What follows belongs to an exercise in optimizing a design on an open flow for small area; a production flow would make more cautious choices.
Function was checked by simulation only, so behaviour that the tests miss may differ from the original.
Power figures rest on the tool's default switching activity, not on a simulated workload.

==> flow/design.v <==
package mipsPkg;
	localparam int dataWidth    = 32;
	localparam int regAddrWidth = 5;
	typedef logic [dataWidth-1:0]    word_t;
	typedef logic [regAddrWidth-1:0] regAddr_t;
	typedef enum logic [5:0] {
		opRtype    = 6'b000000,
		opJ        = 6'b000010,
		opJal      = 6'b000011,
		opBeq      = 6'b000100,
		opJr       = 6'b000111,  
		opAddi     = 6'b001000,
		opSpecial2 = 6'b011111,  
		opLw       = 6'b100011,
		opSw       = 6'b101011
	} opcode_t;
	typedef enum logic [5:0] {
		fnSllv = 6'b000100,
		fnSrlv = 6'b000110,
		fnSrav = 6'b000111,
		fnQb   = 6'b010000,  
		fnAdd  = 6'b100000,
		fnSub  = 6'b100010,
		fnAnd  = 6'b100100,
		fnOr   = 6'b100101,
		fnSlt  = 6'b101010
	} funct_t;
	localparam regAddr_t linkReg    = 5'd31;  
	localparam regAddr_t shamtQbAdd = 5'd0;   
endpackage
module aoi222 (
	input  logic a1, a2, b1, b2, c1, c2,
	output logic y
);
	assign y = ~((a1 & a2) | (b1 & b2) | (c1 & c2));
endmodule
module aoi22 (
	input  logic a1, a2, b1, b2,
	output logic y
);
	assign y = ~((a1 & a2) | (b1 & b2));
endmodule
module muxInv (
	input  logic s, d0, d1,
	output logic y
);
	assign y = ~(s ? d1 : d0);
endmodule
module halfAdd (
	input  logic a, b,
	output logic g, p
);
	assign g = a & b;
	assign p = a ^ b;
endmodule
module fullAdd (
	input  logic a, b, c,
	output logic s, co
);
	assign s  = a ^ b ^ c;
	assign co = (a & b) | (c & (a ^ b));
endmodule
module xor2 (
	input  logic a, b,
	output logic y
);
	assign y = a ^ b;
endmodule
module nor2 (
	input  logic a, b,
	output logic y
);
	assign y = ~(a | b);
endmodule
module oai21 (
	input  logic a1, a2, b1,
	output logic y
);
	assign y = ~((a1 | a2) & b1);
endmodule
module inv (
	input  logic a,
	output logic y
);
	assign y = ~a;
endmodule
module nand2 (
	input  logic a, b,
	output logic y
);
	assign y = ~(a & b);
endmodule
module nand3 (
	input  logic a, b, c,
	output logic y
);
	assign y = ~(a & b & c);
endmodule
module nand4 (
	input  logic a, b, c, d,
	output logic y
);
	assign y = ~(a & b & c & d);
endmodule
module or3 (
	input  logic a, b, c,
	output logic y
);
	assign y = a | b | c;
endmodule
module aoi22Nand (
	input  logic t, a1, a2, b1, b2,
	output logic y
);
	assign y = ~(t & ~((a1 & a2) | (b1 & b2)));
endmodule
module ao21 (
	input  logic a1, a2, b1,
	output logic y
);
	assign y = (a1 & a2) | b1;
endmodule
module controlDecoder (
	input  logic [5:0] opcode,
	input  logic [5:0] funct,
	input  logic [4:0] shamt,
	input  logic       reset,
	output logic       ctrl_regWrite,
	output logic       ctrl_memWrite,   
	output logic       ctrl_regDst,     
	output logic       ctrl_branch,     
	output logic       ctrl_jump,       
	output logic       ctrl_link,       
	output logic       ctrl_jumpReg,    
	output logic       ctrl_qb,         
	output logic       ctrl_sub,        
	output logic       ctrl_selSlt,
	output logic       ctrl_sra,
	output logic [3:0] ctrl_subQ,       
	output logic [3:0] ctrl_aluSrcQ,    
	output logic [3:0] ctrl_selSumQ,
	output logic [3:0] ctrl_selGQ,      
	output logic [3:0] ctrl_selOrQ,
	output logic [3:0] ctrl_selSrlQ,    
	output logic [3:0] ctrl_selSllQ,
	output logic [3:0] ctrl_leftQ,      
	output logic [3:0] ctrl_wbLinkQ,    
	output logic [3:0] ctrl_wbMemQ,     
	output logic [3:0] ctrl_wbAluQ      
);
	logic isR, isQb, isAddi, isLw, isSw, aluSrc;
	logic fAdd, fSub, fAnd, fOr, fSlt, fSll, fSrl, fSra;
	logic selSum, selG, selOr, selSrl;
	logic wbLink, wbMem, wbAlu;
	assign isR    = opcode == mipsPkg::opRtype;
	assign isQb   = opcode == mipsPkg::opSpecial2 && funct == mipsPkg::fnQb && shamt == mipsPkg::shamtQbAdd;
	assign isAddi = opcode == mipsPkg::opAddi;
	assign isLw   = opcode == mipsPkg::opLw;
	assign isSw   = opcode == mipsPkg::opSw;
	assign fAdd = isR && funct == mipsPkg::fnAdd;
	assign fSub = isR && funct == mipsPkg::fnSub;
	assign fAnd = isR && funct == mipsPkg::fnAnd;
	assign fOr  = isR && funct == mipsPkg::fnOr;
	assign fSlt = isR && funct == mipsPkg::fnSlt;
	assign fSll = isR && funct == mipsPkg::fnSllv;
	assign fSrl = isR && funct == mipsPkg::fnSrlv;
	assign fSra = isR && funct == mipsPkg::fnSrav;
	assign ctrl_branch   = opcode == mipsPkg::opBeq;
	assign ctrl_link     = opcode == mipsPkg::opJal;
	assign ctrl_jump     = opcode == mipsPkg::opJ || ctrl_link;
	assign ctrl_jumpReg  = opcode == mipsPkg::opJr;
	assign ctrl_memWrite = isSw;
	assign ctrl_regDst   = isR || isQb;
	assign aluSrc        = isAddi || isLw || isSw;
	assign ctrl_sub    = fSub || fSlt || ctrl_branch;
	assign ctrl_qb     = isQb;
	assign ctrl_selSlt = fSlt;
	assign ctrl_sra    = fSra;
	assign selSum = fAdd || fSub || isQb || aluSrc || ctrl_branch;
	assign selG   = fAnd || fOr;
	assign selOr  = fOr;
	assign selSrl = fSrl || fSra;
	assign ctrl_regWrite = fAdd || fSub || fAnd || fOr || fSlt || fSll || fSrl || fSra
		|| isQb || isAddi || isLw || ctrl_link;
	assign wbLink = ~reset & ctrl_link;
	assign wbMem  = ~reset & isLw;
	assign wbAlu  = ~reset & ~ctrl_link & ~isLw;
	logic subN, aluSrcN, selSumN, selGN, selOrN, selSrlN, sllN, wbLinkN, wbMemN, wbAluN;
	assign subN    = ~ctrl_sub;
	assign aluSrcN = ~aluSrc;
	assign selSumN = ~selSum;
	assign selGN   = ~selG;
	assign selOrN  = ~selOr;
	assign selSrlN = ~selSrl;
	assign sllN    = ~fSll;
	assign wbLinkN = ~wbLink;
	assign wbMemN  = ~wbMem;
	assign wbAluN  = ~wbAlu;
	for (genvar q = 0; q < 4; q++) begin : g_q
		inv u_sub (.a(subN), .y(ctrl_subQ[q]));
		inv u_src (.a(aluSrcN), .y(ctrl_aluSrcQ[q]));
		inv u_sum (.a(selSumN), .y(ctrl_selSumQ[q]));
		inv u_g (.a(selGN), .y(ctrl_selGQ[q]));
		inv u_or (.a(selOrN), .y(ctrl_selOrQ[q]));
		inv u_srl (.a(selSrlN), .y(ctrl_selSrlQ[q]));
		inv u_sll (.a(sllN), .y(ctrl_selSllQ[q]));
		inv u_left (.a(sllN), .y(ctrl_leftQ[q]));
		inv u_wl (.a(wbLinkN), .y(ctrl_wbLinkQ[q]));
		inv u_wm (.a(wbMemN), .y(ctrl_wbMemQ[q]));
		inv u_wa (.a(wbAluN), .y(ctrl_wbAluQ[q]));
	end
endmodule
module alu (
	input  logic           sub,
	input  logic           qb,
	input  logic           selSlt,
	input  logic           sra,
	input  logic [3:0]     selSumQ,
	input  logic [3:0]     selGQ,     
	input  logic [3:0]     selOrQ,
	input  logic [3:0]     selSrlQ,
	input  logic [3:0]     selSllQ,
	input  logic [3:0]     leftQ,
	input  logic [3:0][4:0] amountQ,  
	input  mipsPkg::word_t srcA,
	input  mipsPkg::word_t srcB,     
	input  mipsPkg::word_t srcT,     
	output mipsPkg::word_t result,
	output logic           zero      
);
	mipsPkg::word_t sum, g, p, sh;
	logic cout;
	logic [31:0] t0;
	aluAdder u_adder (.a(srcA), .b(srcB), .cin(sub), .qb(qb),
		.sum(sum), .g(g), .p(p), .cout(cout));
	assign zero = ~|sum;
	aluShifter u_shifter (.leftQ(leftQ), .arith(sra), .amountQ(amountQ), .d(srcT), .y(sh));
	for (genvar i = 0; i < 32; i++) begin : g_res
		localparam int q = i / 8;
		aoi222 u_t0 (.a1(selSumQ[q]), .a2(sum[i]), .b1(selGQ[q]), .b2(g[i]), .c1(selOrQ[q]), .c2(p[i]),
			.y(t0[i]));
		if (i == 0) begin : g_lsb
			logic t1;
			aoi222 u_t1 (.a1(selSrlQ[q]), .a2(sh[i]), .b1(selSllQ[q]), .b2(sh[31-i]), .c1(selSlt), .c2(~cout),
				.y(t1));
			nand2 u_r (.a(t0[i]), .b(t1), .y(result[i]));
		end else begin : g_msb
			aoi22Nand u_r (.t(t0[i]), .a1(selSrlQ[q]), .a2(sh[i]), .b1(selSllQ[q]), .b2(sh[31-i]),
				.y(result[i]));
		end
	end
endmodule
module aluAdder (
	input  mipsPkg::word_t a,
	input  mipsPkg::word_t b,
	input  logic           cin,
	input  logic           qb,
	output mipsPkg::word_t sum,
	output mipsPkg::word_t g,
	output mipsPkg::word_t p,
	output logic           cout
);
	logic [8:0] bc;    
	logic [7:0] bg, bp;
	for (genvar i = 0; i < 32; i++) begin : g_ha
		halfAdd u_ha (.a(a[i]), .b(b[i]), .g(g[i]), .p(p[i]));
	end
	assign bc[0] = cin;
	for (genvar k = 0; k < 8; k++) begin : g_blk
		claBlock4 u_blk (.g(g[4*k +: 4]), .p(p[4*k +: 4]), .cin(bc[k]),
			.sum(sum[4*k +: 4]), .bg(bg[k]), .bp(bp[k]));
		if (k == 1 || k == 3 || k == 5) begin : g_lane
			assign bc[k+1] = ~qb & (bg[k] | (bp[k] & bc[k]));
		end else begin : g_plain
			assign bc[k+1] = bg[k] | (bp[k] & bc[k]);
		end
	end
	assign cout = bc[8];
endmodule
module claBlock4 (
	input  logic [3:0] g,
	input  logic [3:0] p,
	input  logic       cin,
	output logic [3:0] sum,
	output logic       bg,
	output logic       bp
);
	logic [3:0] c;
	logic [1:0] h;
	assign c[0] = cin;
	ao21 u_c1 (.a1(p[0]), .a2(c[0]), .b1(g[0]), .y(c[1]));
	ao21 u_c2 (.a1(p[1]), .a2(c[1]), .b1(g[1]), .y(c[2]));
	ao21 u_c3 (.a1(p[2]), .a2(c[2]), .b1(g[2]), .y(c[3]));
	for (genvar i = 0; i < 4; i++) begin : g_sum
		xor2 u_s (.a(p[i]), .b(c[i]), .y(sum[i]));
	end
	ao21 u_h0 (.a1(p[1]), .a2(g[0]), .b1(g[1]), .y(h[0]));
	ao21 u_h1 (.a1(p[2]), .a2(h[0]), .b1(g[2]), .y(h[1]));
	ao21 u_bg (.a1(p[3]), .a2(h[1]), .b1(g[3]), .y(bg));
	assign bp = &p;
endmodule
module aluShifter (
	input  logic [3:0]      leftQ,
	input  logic            arith,
	input  logic [3:0][4:0] amountQ,
	input  mipsPkg::word_t  d,
	output mipsPkg::word_t  y
);
	logic [5:0][31:0] st;
	logic fill, fillN;
	assign fill  = arith & d[31];
	assign fillN = ~fill;
	for (genvar i = 0; i < 32; i++) begin : g_in
		muxInv u_m (.s(leftQ[i/8]), .d0(d[i]), .d1(d[31-i]), .y(st[0][i]));   
	end
	for (genvar s = 0; s < 5; s++) begin : g_stage
		for (genvar i = 0; i < 32; i++) begin : g_bit
			if (i + (1 << s) < 32) begin : g_mid
				muxInv u_m (.s(amountQ[i/8][s]), .d0(st[s][i]), .d1(st[s][i + (1 << s)]), .y(st[s+1][i]));
			end else begin : g_top
				muxInv u_m (.s(amountQ[i/8][s]), .d0(st[s][i]), .d1((s % 2 == 0) ? fillN : fill),
					.y(st[s+1][i]));
			end
		end
	end
	assign y = st[5];
endmodule
module registerFile #(
	parameter mipsPkg::word_t stackInit = 32'h0000_4000
) (
	input  logic              clk,
	input  logic              reset,
	input  mipsPkg::regAddr_t readAddr1,
	input  mipsPkg::regAddr_t readAddr2,
	input  mipsPkg::regAddr_t writeAddr,
	input  logic              writeEnable,
	input  logic [1:0][31:0]  writeData,    
	output mipsPkg::word_t    readData1,
	output mipsPkg::word_t    readData2,
	output logic [3:0][4:0]   shiftAmount   
);
	localparam int stackReg = 29;
	logic [31:1][31:0] regs;
	logic [3:0][31:1]  wen, sel1, sel2;
	logic [3:0][4:0]   amt;
	mipsPkg::word_t    stackData;
	assign stackData = writeData[stackReg/16] | ({32{reset}} & stackInit);
	for (genvar q = 0; q < 4; q++) begin : g_q
		writeDecode u_wdec (.addr(writeAddr), .en(writeEnable), .reset(reset), .sel(wen[q]));
		readDecode u_rdec1 (.addr(readAddr1), .sel(sel1[q]));
		readDecode u_rdec2 (.addr(readAddr2), .sel(sel2[q]));
	end
	for (genvar i = 1; i < 32; i++) begin : g_reg
		mipsPkg::word_t d;
		assign d = (i == stackReg) ? stackData : writeData[i/16];
		always_ff @(posedge clk) begin
			for (int q = 0; q < 4; q++) begin
				if (wen[q][i]) regs[i][8*q +: 8] <= d[8*q +: 8];
			end
		end
	end
	for (genvar b = 0; b < 32; b++) begin : g_bit
		logic [31:1] d;
		for (genvar i = 1; i < 32; i++) begin : g_d
			assign d[i] = regs[i][b];
		end
		if (b < 5) begin : g_amt
			readMux31Amt u_rd1 (.sel(sel1[b/8]), .d(d), .y(readData1[b]),
				.y0(shiftAmount[0][b]), .y1(shiftAmount[1][b]), .y2(shiftAmount[2][b]),
				.y3(shiftAmount[3][b]));
		end else begin : g_plain
			readMux31 u_rd1 (.sel(sel1[b/8]), .d(d), .y(readData1[b]));
		end
		readMux31 u_rd2 (.sel(sel2[b/8]), .d(d), .y(readData2[b]));
	end
endmodule
module writeDecode (
	input  logic [4:0]  addr,
	input  logic        en,
	input  logic        reset,
	output logic [31:1] sel
);
	logic [3:0] hiN;
	logic [7:0] loN;
	for (genvar j = 0; j < 4; j++) begin : g_hi
		assign hiN[j] = ~(reset | (en & (addr[4:3] == j)));
	end
	for (genvar k = 0; k < 8; k++) begin : g_lo
		assign loN[k] = ~(reset | (addr[2:0] == k));
	end
	for (genvar i = 1; i < 32; i++) begin : g_sel
		nor2 u_g (.a(hiN[i/8]), .b(loN[i%8]), .y(sel[i]));
	end
endmodule
module readDecode (
	input  logic [4:0]  addr,
	output logic [31:1] sel
);
	logic [3:0] hiN;
	logic [7:0] loN;
	for (genvar j = 0; j < 4; j++) begin : g_hi
		assign hiN[j] = ~(addr[4:3] == j);
	end
	for (genvar k = 0; k < 8; k++) begin : g_lo
		assign loN[k] = ~(addr[2:0] == k);
	end
	for (genvar i = 1; i < 32; i++) begin : g_sel
		nor2 u_g (.a(hiN[i/8]), .b(loN[i%8]), .y(sel[i]));
	end
endmodule
module readMux31 (
	input  logic [31:1] sel,
	input  logic [31:1] d,
	output logic        y
);
	logic [10:0] t;
	logic [2:0]  u;
	for (genvar k = 0; k < 10; k++) begin : g_aoi
		aoi222 u_aoi (
			.a1(sel[3*k+1]), .a2(d[3*k+1]),
			.b1(sel[3*k+2]), .b2(d[3*k+2]),
			.c1(sel[3*k+3]), .c2(d[3*k+3]),
			.y(t[k])
		);
	end
	nand2 u_t10 (.a(sel[31]), .b(d[31]), .y(t[10]));
	nand4 u_u0 (.a(t[0]), .b(t[1]), .c(t[2]), .d(t[3]), .y(u[0]));
	nand4 u_u1 (.a(t[4]), .b(t[5]), .c(t[6]), .d(t[7]), .y(u[1]));
	nand3 u_u2 (.a(t[8]), .b(t[9]), .c(t[10]), .y(u[2]));
	or3 u_y (.a(u[0]), .b(u[1]), .c(u[2]), .y(y));
endmodule
module readMux31Amt (
	input  logic [31:1] sel,
	input  logic [31:1] d,
	output logic        y,
	output logic        y0, y1, y2, y3
);
	logic [10:0] t;
	logic [2:0]  u;
	for (genvar k = 0; k < 10; k++) begin : g_aoi
		aoi222 u_aoi (
			.a1(sel[3*k+1]), .a2(d[3*k+1]),
			.b1(sel[3*k+2]), .b2(d[3*k+2]),
			.c1(sel[3*k+3]), .c2(d[3*k+3]),
			.y(t[k])
		);
	end
	nand2 u_t10 (.a(sel[31]), .b(d[31]), .y(t[10]));
	nand4 u_u0 (.a(t[0]), .b(t[1]), .c(t[2]), .d(t[3]), .y(u[0]));
	nand4 u_u1 (.a(t[4]), .b(t[5]), .c(t[6]), .d(t[7]), .y(u[1]));
	nand3 u_u2 (.a(t[8]), .b(t[9]), .c(t[10]), .y(u[2]));
	or3 u_y (.a(u[0]), .b(u[1]), .c(u[2]), .y(y));
	or3 u_y0 (.a(u[0]), .b(u[1]), .c(u[2]), .y(y0));
	or3 u_y1 (.a(u[0]), .b(u[1]), .c(u[2]), .y(y1));
	or3 u_y2 (.a(u[0]), .b(u[1]), .c(u[2]), .y(y2));
	or3 u_y3 (.a(u[0]), .b(u[1]), .c(u[2]), .y(y3));
endmodule
module fetchUnit #(
	parameter mipsPkg::word_t resetPc = '0
) (
	input  logic           clk,
	input  logic           reset,
	input  logic           branch,        
	input  logic           equal,         
	input  logic           jump,
	input  logic           jumpReg,
	input  logic [15:0]    branchOffset,
	input  logic [25:0]    jumpIndex,
	input  mipsPkg::word_t jumpRegTarget,
	output mipsPkg::word_t pc,
	output mipsPkg::word_t pcPlus4
);
	logic [29:0] incC;        
	logic [16:0] bc;          
	logic [15:0] bLo;
	logic [13:0] bHi, allOne, allZero;
	logic        up, down;
	mipsPkg::word_t branchTarget, jumpTarget, nextPc;
	logic        sRegN, sJmpN, sBrN, sSeqN;
	logic [3:0]  sReg, sJmp, sBr, sSeq;
	logic [31:0] t0, t1;
	assign incC[0] = 1'b1;
	for (genvar i = 0; i < 30; i++) begin : g_inc
		if (i < 29) begin : g_c
			halfAdd u_ha (.a(pc[i+2]), .b(incC[i]), .g(incC[i+1]), .p(pcPlus4[i+2]));
		end else begin : g_top
			xor2 u_x (.a(pc[i+2]), .b(incC[i]), .y(pcPlus4[i+2]));
		end
	end
	assign pcPlus4[1:0] = pc[1:0];
	assign bc[0] = 1'b1;
	for (genvar i = 0; i < 16; i++) begin : g_blo
		fullAdd u_fa (.a(pc[i+2]), .b(branchOffset[i]), .c(bc[i]), .s(bLo[i]), .co(bc[i+1]));
	end
	assign up   = bc[16] & ~branchOffset[15];
	assign down = ~bc[16] & branchOffset[15];
	assign allOne[0]  = 1'b1;
	assign allZero[0] = 1'b1;
	for (genvar i = 1; i < 14; i++) begin : g_pre
		assign allOne[i]  = allOne[i-1] & pc[i+17];
		assign allZero[i] = allZero[i-1] & ~pc[i+17];
	end
	for (genvar i = 0; i < 14; i++) begin : g_bhi
		logic flip;
		assign flip = (up & allOne[i]) | (down & allZero[i]);
		assign bHi[i] = pc[i+18] ^ flip;
	end
	assign branchTarget = {bHi, bLo, pc[1:0]};
	assign jumpTarget   = {pcPlus4[31:28], jumpIndex, 2'b00};
	assign sRegN = ~(~reset & jumpReg);
	assign sJmpN = ~(~reset & jump);
	assign sBrN  = ~(~reset & branch & equal);
	assign sSeqN = ~(~reset & ~jumpReg & ~jump & ~(branch & equal));
	for (genvar q = 0; q < 4; q++) begin : g_sel
		inv u_r (.a(sRegN), .y(sReg[q]));
		inv u_j (.a(sJmpN), .y(sJmp[q]));
		inv u_b (.a(sBrN), .y(sBr[q]));
		inv u_s (.a(sSeqN), .y(sSeq[q]));
	end
	for (genvar i = 0; i < 32; i++) begin : g_next
		localparam int q = i / 8;
		aoi222 u_t0 (.a1(sReg[q]), .a2(jumpRegTarget[i]), .b1(sJmp[q]), .b2(jumpTarget[i]),
			.c1(sBr[q]), .c2(branchTarget[i]), .y(t0[i]));
		nand2 u_t1 (.a(sSeq[q]), .b(pcPlus4[i]), .y(t1[i]));
		nand2 u_n (.a(t0[i]), .b(t1[i]), .y(nextPc[i]));
	end
	always_ff @(posedge clk) begin
		pc <= nextPc | ({32{reset}} & resetPc);
	end
endmodule
module dataPath #(
	parameter mipsPkg::word_t resetPc   = '0,
	parameter mipsPkg::word_t stackInit = 32'h0000_4000
) (
	input  logic           clk,
	input  logic           reset,
	input  mipsPkg::word_t instruction,
	input  mipsPkg::word_t memReadData,
	input  logic           ctrl_regWrite,
	input  logic           ctrl_regDst,
	input  logic           ctrl_branch,
	input  logic           ctrl_jump,
	input  logic           ctrl_link,
	input  logic           ctrl_jumpReg,
	input  logic           ctrl_qb,
	input  logic           ctrl_sub,
	input  logic           ctrl_selSlt,
	input  logic           ctrl_sra,
	input  logic [3:0]     ctrl_subQ,
	input  logic [3:0]     ctrl_aluSrcQ,
	input  logic [3:0]     ctrl_selSumQ,
	input  logic [3:0]     ctrl_selGQ,
	input  logic [3:0]     ctrl_selOrQ,
	input  logic [3:0]     ctrl_selSrlQ,
	input  logic [3:0]     ctrl_selSllQ,
	input  logic [3:0]     ctrl_leftQ,
	input  logic [3:0]     ctrl_wbLinkQ,
	input  logic [3:0]     ctrl_wbMemQ,
	input  logic [3:0]     ctrl_wbAluQ,
	output mipsPkg::word_t pc,
	output mipsPkg::word_t memAddr,
	output mipsPkg::word_t memWriteData
);
	mipsPkg::regAddr_t rs, rt, rd;
	mipsPkg::regAddr_t writeAddr;
	mipsPkg::word_t    signExtImm;
	mipsPkg::word_t    readData1, readData2;
	mipsPkg::word_t    aluSrcB, aluResult;
	logic [1:0][31:0]  writeData;
	logic [3:0][4:0]   shiftAmount;
	mipsPkg::word_t    pcPlus4;
	logic              aluZero;
	assign rs         = instruction[25:21];
	assign rt         = instruction[20:16];
	assign rd         = instruction[15:11];
	assign signExtImm = {{(mipsPkg::dataWidth-16){instruction[15]}}, instruction[15:0]};
	assign writeAddr = ctrl_link ? mipsPkg::linkReg : (ctrl_regDst ? rd : rt);
	for (genvar i = 0; i < 32; i++) begin : g_bit
		localparam int q = i / 8;
		logic wdN;
		assign aluSrcB[i] = ctrl_aluSrcQ[q] ? signExtImm[i] : (readData2[i] ^ ctrl_subQ[q]);
		aoi222 u_wd (.a1(ctrl_wbLinkQ[q]), .a2(pcPlus4[i]), .b1(ctrl_wbMemQ[q]), .b2(memReadData[i]),
			.c1(ctrl_wbAluQ[q]), .c2(aluResult[i]), .y(wdN));
		for (genvar c = 0; c < 2; c++) begin : g_copy
			inv u_wd (.a(wdN), .y(writeData[c][i]));
		end
	end
	assign memAddr      = aluResult;
	assign memWriteData = readData2;
	registerFile #(.stackInit(stackInit)) u_registerFile (
		.clk(clk), .reset(reset),
		.readAddr1(rs), .readAddr2(rt), .writeAddr(writeAddr),
		.writeEnable(ctrl_regWrite), .writeData(writeData),
		.readData1(readData1), .readData2(readData2), .shiftAmount(shiftAmount)
	);
	alu u_alu (
		.sub(ctrl_sub), .qb(ctrl_qb), .selSlt(ctrl_selSlt), .sra(ctrl_sra),
		.selSumQ(ctrl_selSumQ), .selGQ(ctrl_selGQ), .selOrQ(ctrl_selOrQ), .selSrlQ(ctrl_selSrlQ),
		.selSllQ(ctrl_selSllQ), .leftQ(ctrl_leftQ), .amountQ(shiftAmount),
		.srcA(readData1), .srcB(aluSrcB), .srcT(readData2),
		.result(aluResult), .zero(aluZero)
	);
	fetchUnit #(.resetPc(resetPc)) u_fetchUnit (
		.clk(clk), .reset(reset),
		.branch(ctrl_branch), .equal(aluZero), .jump(ctrl_jump), .jumpReg(ctrl_jumpReg),
		.branchOffset(instruction[15:0]), .jumpIndex(instruction[25:0]),
		.jumpRegTarget(readData1),  
		.pc(pc), .pcPlus4(pcPlus4)
	);
endmodule
module processor #(
	parameter mipsPkg::word_t resetPc   = '0,
	parameter mipsPkg::word_t stackInit = 32'h0000_4000
) (
	input  logic           clk,
	input  logic           reset,
	output mipsPkg::word_t pc,
	input  mipsPkg::word_t instruction,
	output logic           memWrite,
	output mipsPkg::word_t memAddr,
	output mipsPkg::word_t memWriteData,
	input  mipsPkg::word_t memReadData
);
	logic       ctrl_regWrite, ctrl_memWrite, ctrl_regDst, ctrl_branch, ctrl_jump, ctrl_link;
	logic       ctrl_jumpReg, ctrl_qb, ctrl_sub, ctrl_selSlt, ctrl_sra;
	logic [3:0] ctrl_subQ, ctrl_aluSrcQ, ctrl_selSumQ, ctrl_selGQ, ctrl_selOrQ, ctrl_selSrlQ;
	logic [3:0] ctrl_selSllQ, ctrl_leftQ, ctrl_wbLinkQ, ctrl_wbMemQ, ctrl_wbAluQ;
	controlDecoder u_controlDecoder (
		.opcode(instruction[31:26]), .funct(instruction[5:0]), .shamt(instruction[10:6]),
		.reset(reset),
		.ctrl_regWrite(ctrl_regWrite), .ctrl_memWrite(ctrl_memWrite), .ctrl_regDst(ctrl_regDst),
		.ctrl_branch(ctrl_branch), .ctrl_jump(ctrl_jump), .ctrl_link(ctrl_link),
		.ctrl_jumpReg(ctrl_jumpReg), .ctrl_qb(ctrl_qb), .ctrl_sub(ctrl_sub),
		.ctrl_selSlt(ctrl_selSlt), .ctrl_sra(ctrl_sra),
		.ctrl_subQ(ctrl_subQ), .ctrl_aluSrcQ(ctrl_aluSrcQ), .ctrl_selSumQ(ctrl_selSumQ),
		.ctrl_selGQ(ctrl_selGQ), .ctrl_selOrQ(ctrl_selOrQ), .ctrl_selSrlQ(ctrl_selSrlQ),
		.ctrl_selSllQ(ctrl_selSllQ), .ctrl_leftQ(ctrl_leftQ), .ctrl_wbLinkQ(ctrl_wbLinkQ),
		.ctrl_wbMemQ(ctrl_wbMemQ), .ctrl_wbAluQ(ctrl_wbAluQ)
	);
	dataPath #(.resetPc(resetPc), .stackInit(stackInit)) u_dataPath (
		.clk(clk), .reset(reset),
		.instruction(instruction), .memReadData(memReadData),
		.ctrl_regWrite(ctrl_regWrite), .ctrl_regDst(ctrl_regDst), .ctrl_branch(ctrl_branch),
		.ctrl_jump(ctrl_jump), .ctrl_link(ctrl_link), .ctrl_jumpReg(ctrl_jumpReg),
		.ctrl_qb(ctrl_qb), .ctrl_sub(ctrl_sub), .ctrl_selSlt(ctrl_selSlt), .ctrl_sra(ctrl_sra),
		.ctrl_subQ(ctrl_subQ), .ctrl_aluSrcQ(ctrl_aluSrcQ), .ctrl_selSumQ(ctrl_selSumQ),
		.ctrl_selGQ(ctrl_selGQ), .ctrl_selOrQ(ctrl_selOrQ), .ctrl_selSrlQ(ctrl_selSrlQ),
		.ctrl_selSllQ(ctrl_selSllQ), .ctrl_leftQ(ctrl_leftQ), .ctrl_wbLinkQ(ctrl_wbLinkQ),
		.ctrl_wbMemQ(ctrl_wbMemQ), .ctrl_wbAluQ(ctrl_wbAluQ),
		.pc(pc), .memAddr(memAddr), .memWriteData(memWriteData)
	);
	assign memWrite = ctrl_memWrite;
endmodule
==> flow/flow/run.sh <==
#!/bin/bash
set -euo pipefail
bash standard.sh synth > synth.log 2>&1
bash standard.sh \
  "BUFFER_PORTS_ARGS=-buffer_cell sky130_fd_sc_hd__buf_1" \
  "CTS_ARGS=-sink_clustering_enable -repair_clock_nets -dont_use_dummy_load -sink_clustering_size 18 -sink_clustering_max_diameter 80 -buf_list sky130_fd_sc_hd__clkbuf_16" \
  finish > layout.log 2>&1
==> flow/standard.sh <==
#!/bin/bash
# synth_recipe.tcl (not shown) runs the flow's synth.tcl, then flattens the netlist and writes it again
# the make line also repeats each setting of config.mk as NAME=value (left out here)
make -C /OpenROAD-flow-scripts/flow DESIGN_CONFIG=/design/flow/config.mk WORK_HOME=/design/flow/orfs CLKGATE_MAP_FILE= SYNTH_SCRIPT=/design/flow/synth_recipe.tcl "${@:-finish}"
==> flow/config.mk <==
export PLATFORM = sky130hd
export DESIGN_NAME = processor
export DESIGN_NICKNAME = processor
export VERILOG_FILES = /design/flow/design.v
export SDC_FILE = /design/flow/constraint.sdc
export NUM_CORES = 4
export LEC_CHECK = 0
export CAP_MARGIN = 20
export CORE_MARGIN = 2
export CORE_UTILIZATION = 46
export GPL_TIMING_DRIVEN = 0
export SETUP_SLACK_MARGIN = 0.2
export SLEW_MARGIN = 20
export SYNTH_HIERARCHICAL = 1
==> flow/constraint.sdc <==
create_clock -name core_clock -period 10.0 [get_ports {clk}]
set_input_delay 2.0000 -clock core_clock [delete_from_list [all_inputs] [get_ports {clk}]]
set_output_delay 2.0000 -clock core_clock [all_outputs]
set_load 0.01 [all_outputs]
==> reports/results.txt, run 1 <==
Status: complete, no violations
Dominant cell type by area after synthesis: edfxtp_1
Vias per cell: 7.47
Crit path launch: instruction[21]
RD Place Congestion: 1.03
Post-detailed-route count of antenna-violating nets: 0
Final WL: 186000 um
FF-to-FF path depth: 25
Routed wire length per instance: 35.5 um
Hold Path End: u_dataPath.u_fetchUnit.pc[1]
Setup WS pre-CTS: -817 ps
CTS tree: built
Peak VDD IR: 0.177 mV
Post-synth top cells: 992 x edfxtp_1, 737 x a222oi_1, 388 x nor2_1
Sequential share of power: 0.540
Final period utilization: 0.978
Initial core utilization: 0.464
Cell-internal power: 6.75 mW
Root buffer cell: clkbuf_16
Io pins: 163
Synth area leaders: edfxtp_1 61%, a222oi_1 15%, mux2i_1 4.0%
Share of the synthesized area in the top cell type: 0.609
Leak: 19.7 nW
FF+latch count, synth: 1024
Vias post-DR: 39300
Setup ws final: 215 ps
Share of layout cells above drive strength 1: 0.0948
Synthesized area per cell: 13.9 sq um
Worst clock skew: 72.7 ps
Die extent in x: 330 um
Switching pwr: 2.60 mW
Design area: 54500 sq um
Placed inst area: 51600 sq um
Residual DRC: 0
Yosys cell types: 63
Core Rows: 119
Max Cap Viol: 0
EDFF count, synth: 992
R2R Path End: u_dataPath.u_fetchUnit.pc[24]
Mapped Area: 48900 sq um
Final setup vio count: 0
Number of I/O port buffers: 162
Worst Setup Start Kind: primary input
RSZ-0062 raised after global routing: yes
Most used DFF post-synth: edfxtp_1
Hold Path Class: reg2reg
Pwr dens: 172 nW/um^2
Die area: 109000 sq um
Placeable Area: 105000 sq um
Crit path time final: 9780 ps
Synth Warn #: 8
Initial antenna violation count: 18
Num CTS Buffers: 70
Max Clock Freq: 0.102 GHz
P&R area growth vs syn: 11.4%
Clock power frac: 0.279
Total power: 9.35 mW
Critical Path End Type: output pin
HPWL Detailed: 135000 um
Placed cells: 5100
Iter 0 DRT Violations: 9889
Switching Fraction: 0.278
Die Y: 330 um
Worst skew pair latency: 670 ps
Hold_buf cts: 0
Worst EP arrival: 7780 ps
HP Start: u_dataPath.u_fetchUnit.pc[1]
Final Hold Slack: 563 ps
GR Overflow Total: 0
First-pass GRT wire length: 253000 um
Slew HR: 0.0671
Finished Layout Cells: 5253
Vias in the first global route: 36500
Hold-critical path depth: 2
Max-slew violation count: 0
CP Class: in2out
# nets final: 3999
Largest net degree at the start of global routing: 30
Number of H-tree levels: 3
Max clock buf depth: 3
Setup slack, reg-to-reg: 1370 ps
Most frequent cell after synthesis: edfxtp_1
Fillers: 9014
Crit-path max FO: 20
Number of clock sinks: 1024
Post-synth ARST share: 0
Mapped Cells: 3532
RR Startpoint: u_dataPath.u_fetchUnit.pc[2]
Register area share after synthesis: 0.622
Worst path required time: 8000 ps
Combinational fraction of design power: 0.181
Final hold viol count: 0
1st-pass router iterations: 28
Worst slew pin tran: 1400 ps
Total Routing Usage GR: 0.323
Clk pin slew, worst setup/hold paths: 80 ps
## per-module statistics from Yosys (local to each module, per instance), a selection
module	flip-flops and latches	cell area (sq um)
nand4	0	6.26
muxInv	0	10.0
alu	0	76.3
nand3	0	5.00
ao21	0	7.51
writeDecode	0	98.8
inv	0	3.75
aluShifter	0	250
nor2	0	3.75
fullAdd	0	20.0
aoi222	0	10.0
## per-stage QoR
stage,TNS [ps],util
5_1_grt,0,0.517
3_3_place_gp,-150220,0.487
4_1_cts,0,0.508
6_report,0,0.517
3_5_place_dp,-7390,0.490
2_1_floorplan,0,-
## worst max-delay path: stages
cell	delay, ps
buf_4	250
buf_16	210
nand3b_1	320
nor2_2	160
a222oi_1	590
nand4_1	460
or3_1	590
ha_1	390
and4_1	260
a211oi_4	390
nor4b_1	130
o2bb2ai_1	250
a21o_1	260
a21o_1	180
a21o_1	180
a21o_1	170
xor2_1	180
a222oi_1	360
nand2_1	240
buf_1	190
## layer usage
layer,part of all wire,vias to the layer above,global-route usage,routed length [um]
met5,0.00049,-,0,92
li1,-,16200,-,-
met2,0.44,3037,0.502,82800
met1,0.36,19400,0.416,66700
met3,0.13,573,0.0867,24900
met4,0.064,14,0.167,11800
## repair_timing
item                       CTS  global route
pin swaps                   26           103
setup buffers               12            54
hold endpoints to repair     0             0
resized for setup           27           104
setup endpoints to repair   19            20
gates cloned                 0             7
## worst max-delay path by stage
stage                                                to  depth (start not counted)
final                                       memAddr[23]                         20
after global placement                      memAddr[31]                         23
after detailed placement  u_dataPath.u_fetchUnit.pc[31]                         25
after global routing                        memAddr[31]                         23
after CTS                                   memAddr[31]                         24
after floorplan           u_dataPath.u_fetchUnit.pc[29]                         24
## flip-flops by register name (all words and copies together) (netlist names)
name	cells
u_dataPath.u_registerFile.regs	992
u_dataPath.u_fetchUnit.pc	32
## final cells by class
cell class / count / area, sq um / share of cell area
sequential: 1024 / 30400 / 0.558
multi-input combinational: 2304 / 17900 / 0.329
tap: 1391 / 1740 / 0.0319
timing repair buffer: 248 / 1680 / 0.0308
buffer: 54 / 382 / 0.00700
inverter: 152 / 574 / 0.0105
antenna: 10 / 25.0 / 0.000459
clock buffer: 70 / 1750 / 0.0321
## kinds of logic after synthesis
| logic type | share of synthesized area |
|---|---|
| AOI/OAI and AO/OA | 0.176 |
| xor gates and xnor gates | 0.0141 |
| adders and majority gates | 0.0227 |
| buffers and inverters | 0.0195 |
| DFF | 0.622 |
| muxes | 0.0434 |
| other | 0.000153 |
| and+or+nand+nor | 0.103 |
## layout by cell type, fill, tap and decap left out, types with 50 or more instances in the layout
cell | netlist | final
xor2_1 | 51 | 51
clkbuf_16 | 0 | 77
ha_1 | 63 | 61
nand4_1 | 135 | 135
edfxtp_1 | 992 | 992
mux2i_1 | 194 | 194
inv_1 | 144 | 142
a31oi_1 | 50 | 50
buf_1 | 0 | 149
nand3_1 | 74 | 70
a222oi_1 | 737 | 737
a21o_1 | 53 | 51
nor2_1 | 388 | 355
nand2_1 | 194 | 191
or3_1 | 94 | 75
buf_4 | 38 | 103
## power by group through the flow
stage | logic, mW | registers (mW) | clock network (mW)
floorplan | 0.970 | 5.11 | 0
global placement | 1.51 | 5.13 | 0
detailed placement | 1.53 | 5.14 | 0
CTS | 1.56 | 5.05 | 2.64
global route | 1.76 | 5.07 | 2.79
finish | 1.69 | 5.05 | 2.61
==> inputs of run 2 (changes only) <==
==> flow/flow/run.sh (replaced) <==
#!/bin/bash
set -euo pipefail
bash standard.sh synth > synth.log 2>&1
bash standard.sh \
  "BUFFER_PORTS_ARGS=-buffer_cell sky130_fd_sc_hd__buf_1" \
  "CTS_ARGS=-sink_clustering_enable -repair_clock_nets -dont_use_dummy_load -sink_clustering_size 22 -sink_clustering_max_diameter 90 -buf_list sky130_fd_sc_hd__clkbuf_16" \
  finish > layout.log 2>&1
--- a/flow/config.mk
+++ b/flow/config.mk
@@ -7,7 +7,7 @@
 export LEC_CHECK = 0
 export CAP_MARGIN = 20
 export CORE_MARGIN = 2
-export CORE_UTILIZATION = 46
+export CORE_UTILIZATION = 40
 export GPL_TIMING_DRIVEN = 0
 export SETUP_SLACK_MARGIN = 0.2
 export SLEW_MARGIN = 20
==> run 2 against run 1 <==
Highest routed layer unchanged. Critical path depth up 3. Combinational power barely moved. First-iteration DRC count decreased by 11%. Critical endpoint is now memAddr[31]. Non-clock buffer count fell by 34. Synthesized cell count is the same. Hold slack lost 29 ps.
==> reports/results.txt, run 2 <==
Status: complete, no violations
Die Y: 354 um (+7.2%)
Largest net degree at the start of global routing: 23 (-23%)
Cell-internal power: 6.46 mW (-4.4%)
FF-to-FF path depth: 25 (unchanged)
Worst slew pin tran: 1300 ps (-101 ps)
Synth area leaders: edfxtp_1 61%, a222oi_1 15%, mux2i_1 4.0%
Mux share of post-synthesis cell area: 0.0434 (unchanged)
Hold Path Class: reg2reg
Initial core utilization: 0.403 (-0.0616)
First-pass GRT wire length: 258000 um (+2.1%)
Final period utilization: 0.980 (+0.00153)
XOR/XNOR share of the synthesized area: 0.0141 (unchanged)
Max Clock Freq: 0.102 GHz (-0.16%)
Leak: 19.3 nW (-2.2%)
Post-detailed-route count of antenna-violating nets: 0 (unchanged)
Worst EP arrival: 7800 ps (+20 ps)
Max-slew violation count: 0 (unchanged)
Synth Warn #: 8 (unchanged)
Placeable Area: 122000 sq um (+15%)
Root buffer cell: clkbuf_16
Max Cap Viol: 0 (unchanged)
Slew HR: 0.134 (+0.0671)
RD Place Congestion: 1.00 (-2.2%)
Final WL: 185000 um (-0.73%)
Clock power frac: 0.254 (-0.025)
Routed wire length per instance: 34.0 um (-4.1%)
Crit path top cell by count: a21o_1
Critical Path End Type: output pin
Synthesized area per cell: 13.9 sq um (unchanged)
Combinational fraction of design power: 0.185 (+0.004)
Largest family of logic cells by synthesized area: compound AO/OA/AOI/OAI gates
Crit path time final: 9800 ps (+15.3 ps)
RSZ-0062 raised after global routing: yes
Final setup vio count: 0 (unchanged)
GR Overflow Total: 0 (unchanged)
Crit-path max FO: 18 (-10%)
CP Class: in2out
Dominant cell type by area after synthesis: edfxtp_1
HPWL Detailed: 137000 um (+1.5%)
Initial antenna violation count: 10 (-8)
Most frequent cell after synthesis: edfxtp_1
Stages on the worst setup path: 23 (+15%)
Largest Register: u_dataPath.u_registerFile.regs
EDFF count, synth: 992 (unchanged)
Final hold viol count: 0 (unchanged)
FF+latch count, synth: 1024 (unchanged)
Die extent in x: 354 um (+7.2%)
Regs by FF count: u_dataPath.u_registerFile.regs x992, u_dataPath.u_fetchUnit.pc x32
Pwr dens: 167 nW/um^2 (-2.7%)
CTS tree: built
Peak VDD IR: 0.131 mV (-26%)
Iter 0 DRT Violations: 8785 (-11%)
Io pins: 163 (unchanged)
Yosys cell types: 63 (unchanged)
Post-synth top cells: 992 x edfxtp_1, 737 x a222oi_1, 388 x nor2_1
Max clock buf depth: 3 (unchanged)
Worst clock skew: 51.0 ps (-21.7 ps)
Switching Fraction: 0.282 (+0.00408)
P&R area growth vs syn: 10.1%
Num CTS Buffers: 55 (-21%)
Vias post-DR: 39000 (-0.68%)
Number of I/O port buffers: 162 (unchanged)
Sequential share of power: 0.561 (+0.021)
Number of clock sinks: 1024 (unchanged)
Share of the synthesized area in the top cell type: 0.609 (unchanged)
Worst Setup Start Kind: primary input
Residual DRC: 0 (unchanged)
Hold-critical path depth: 2 (unchanged)
1st-pass router iterations: 13 (-54%)
Max reg flops: 992 (unchanged)
Post-synth ARST share: 0 (unchanged)
Cells along the critical path: buf_6, nand3b_1, nor2_1, a222oi_1, nand4_1, or3_4, xnor2_1, o21ai_0, ha_1, a21o_1, a21o_1, a21o_1, a21oi_2, o22ai_1, a21o_1, a21o_1, a21o_1, a21o_1, a21o_1, xor2_1, a222oi_1, nand2_1, buf_1
Worst path required time: 8000 ps (about the same)
Setup ws final: 200 ps (-15.3 ps)
# nets final: 3950 (-1.2%)
Number of H-tree levels: 2 (-1)
Worst skew pair latency: 690 ps (+20 ps)
Slowest-stage cell, CP: a222oi_1
Register area share after synthesis: 0.622 (unchanged)
Total Routing Usage GR: 0.282 (-0.0401)
Post-synthesis adder-cell area fraction: 0.0227 (unchanged)
Buf/Inv on CP: 2 (-1)
Slowest stage delay, CP: 610 ps (+20 ps)
Compound-Gate Fraction of Synth Area: 0.176 (unchanged)
Share of layout cells above drive strength 1: 0.0747 (-0.0201)
Hold_buf cts: 0 (unchanged)
Commonest non-fill, non-tap cell in the layout: edfxtp_1
Kind of cell adding the most delay to the critical path: compound AO/OA/AOI/OAI gates
Mapped Cells: 3532 (unchanged)
Clk pin slew, worst setup/hold paths: 90 ps (about the same)
Synth Area in Simple Gates: 0.103 (unchanged)
Vias per cell: 7.17 (-4.0%)
Mapped Area: 48900 sq um (unchanged)
Vias in the first global route: 36900 (+1.1%)
Most frequent cells in the layout: 992 x edfxtp_1, 737 x a222oi_1, 375 x nor2_1
Switching pwr: 2.54 mW (-2.4%)
Die area: 125000 sq um (+15%)
TNS Setup: 0 ps (unchanged)
Setup WS pre-CTS: -946 ps (-129 ps)
Core Rows: 128 (+7.6%)
Most used DFF post-synth: edfxtp_1
-- run 2: cell counts after synthesis --
Identical to the previous run, type by type.
-- run 2: per-stage QoR --
stage | util | total power [mW] | hold slack (ps) | instance area (sq um) | instances
floorplan | - | 6.08 | 444 | 49000 | 3534
global placement | 0.424 | 6.66 | 506 | 51600 | 5321
detailed placement | 0.427 | 6.69 | 515 | 52000 | 5335
CTS | 0.440 | 8.94 | 528 | 53400 | 5396
global route | 0.443 | 9.27 | 555 | 53900 | 5429
finish | 0.443 | 9.00 | 534 | 53900 | 5436
-- run 2: cells by family after synthesis --
logic type / Yosys count
AOI/OAI and AO/OA: 912
buffers and inverters: 206
xor gates and xnor gates: 79
adders and majority gates: 79
muxes: 210
and+or+nand+nor: 1020
other: 2
DFF: 1024
-- run 2: cell type report --
class / instances / area (sq um)
antenna: 8 / 20.0
buffer: 54 / 382
clock buffer: 55 / 1380
fill: 11000 / 67700
inverter: 152 / 574
multi-input combinational: 2304 / 17800
sequential: 1024 / 30400
tap: 1625 / 2030
timing repair buffer: 214 / 1280
-- run 2: what timing repair did --
| item | in CTS | in global routing |
|---|---|---|
| buffers inserted | 6 | 32 |
| pin swaps | 6 | 54 |
| setup endpoints to repair | 16 | 18 |
| cloned | 0 | 0 |
| gates resized for setup | 22 | 62 |
-- run 2: power groups by stage --
stage / clock [mW] / combinational (mW) / sequential, mW
2_1_floorplan: 0 / 0.970 / 5.11
3_3_place_gp: 0 / 1.53 / 5.13
3_5_place_dp: 0 / 1.55 / 5.14
4_1_cts: 2.33 / 1.57 / 5.04
5_1_grt: 2.47 / 1.73 / 5.07
6_report: 2.28 / 1.66 / 5.05
-- run 2: path summary, 6_finish.rpt --
check,from,endpoint,slack [ps]
worst min-delay path,u_dataPath.u_fetchUnit.pc[1],u_dataPath.u_fetchUnit.pc[1],530
worst min register to register,u_dataPath.u_fetchUnit.pc[1],u_dataPath.u_fetchUnit.pc[1],530
worst max-delay path,instruction[17],memAddr[31],200
worst max register to register,u_dataPath.u_fetchUnit.pc[2],u_dataPath.u_fetchUnit.pc[30],1490
-- run 2: per-module statistics from Yosys (local to each module, per instance), a selection --
module / cells inside / area, sq um
xor2: 1 / 8.76
aoi22Nand: 2 / 11.3
aluShifter: 34 / 250
inv: 1 / 3.75
or3: 1 / 6.26
controlDecoder: 50 / 322
fullAdd: 1 / 20.0
ao21: 1 / 7.51
alu: 12 / 76.3
nand4: 1 / 6.26
-- run 2: per-layer routing --
metal	wire length (um)	GRT usage
met3	22800	0.0666
met1	69500	0.375
met5	28	0
met2	82100	0.440
met4	10500	0.130
-- run 2: worst register-to-register path: stages (launching register included) --
cell and delay, ps:
dfxtp_1 360, fa_2 400, fa_2 340, fa_2 340, fa_2 350, fa_2 370, fa_2 500, fa_2 430
fa_2 350, fa_2 350, fa_2 340, fa_2 350, fa_2 350, fa_2 360, fa_2 480, fa_2 370
fa_2 360, inv_1 70, ha_1 180, or4b_4 510, nor4_4 300, buf_4 170, a32oi_1 100, xnor2_1 190
a222oi_1 340, nand2_1 90

-- port drivers added, routing unchanged --
No port has a modelled driver above. Below, the same layouts with a new extraction and two added sets of constraints. Step 1, drivers: a clkbuf_16 drives clk and a buf_2 each remaining input, both assumed. Step 2, shift: input delay + t, output delay - t, t = (earliest + latest rising clock arrival at the registers) / 2. This alone moves slack from input paths to output paths. a / b / c = no drivers / after step 1 / after step 2; a / b = the first two.
run	t, ns	slack for setup (ns)	worst hold slack (ns)	cell pins on the clock port's net
run 1	0.702	0.215 / 0.132 / -0.317	0.563 / 0.563 / 0.563	1
run 2	0.730	0.200 / 0.094 / -0.315	0.534 / 0.534 / 0.534	1
Met with ideal ports but missed after step 2: setup timing in run 1 and run 2. For run 1, which loses most, drivers alone change the setup slack by -0.083 ns; drivers and shift together by -0.532 ns.
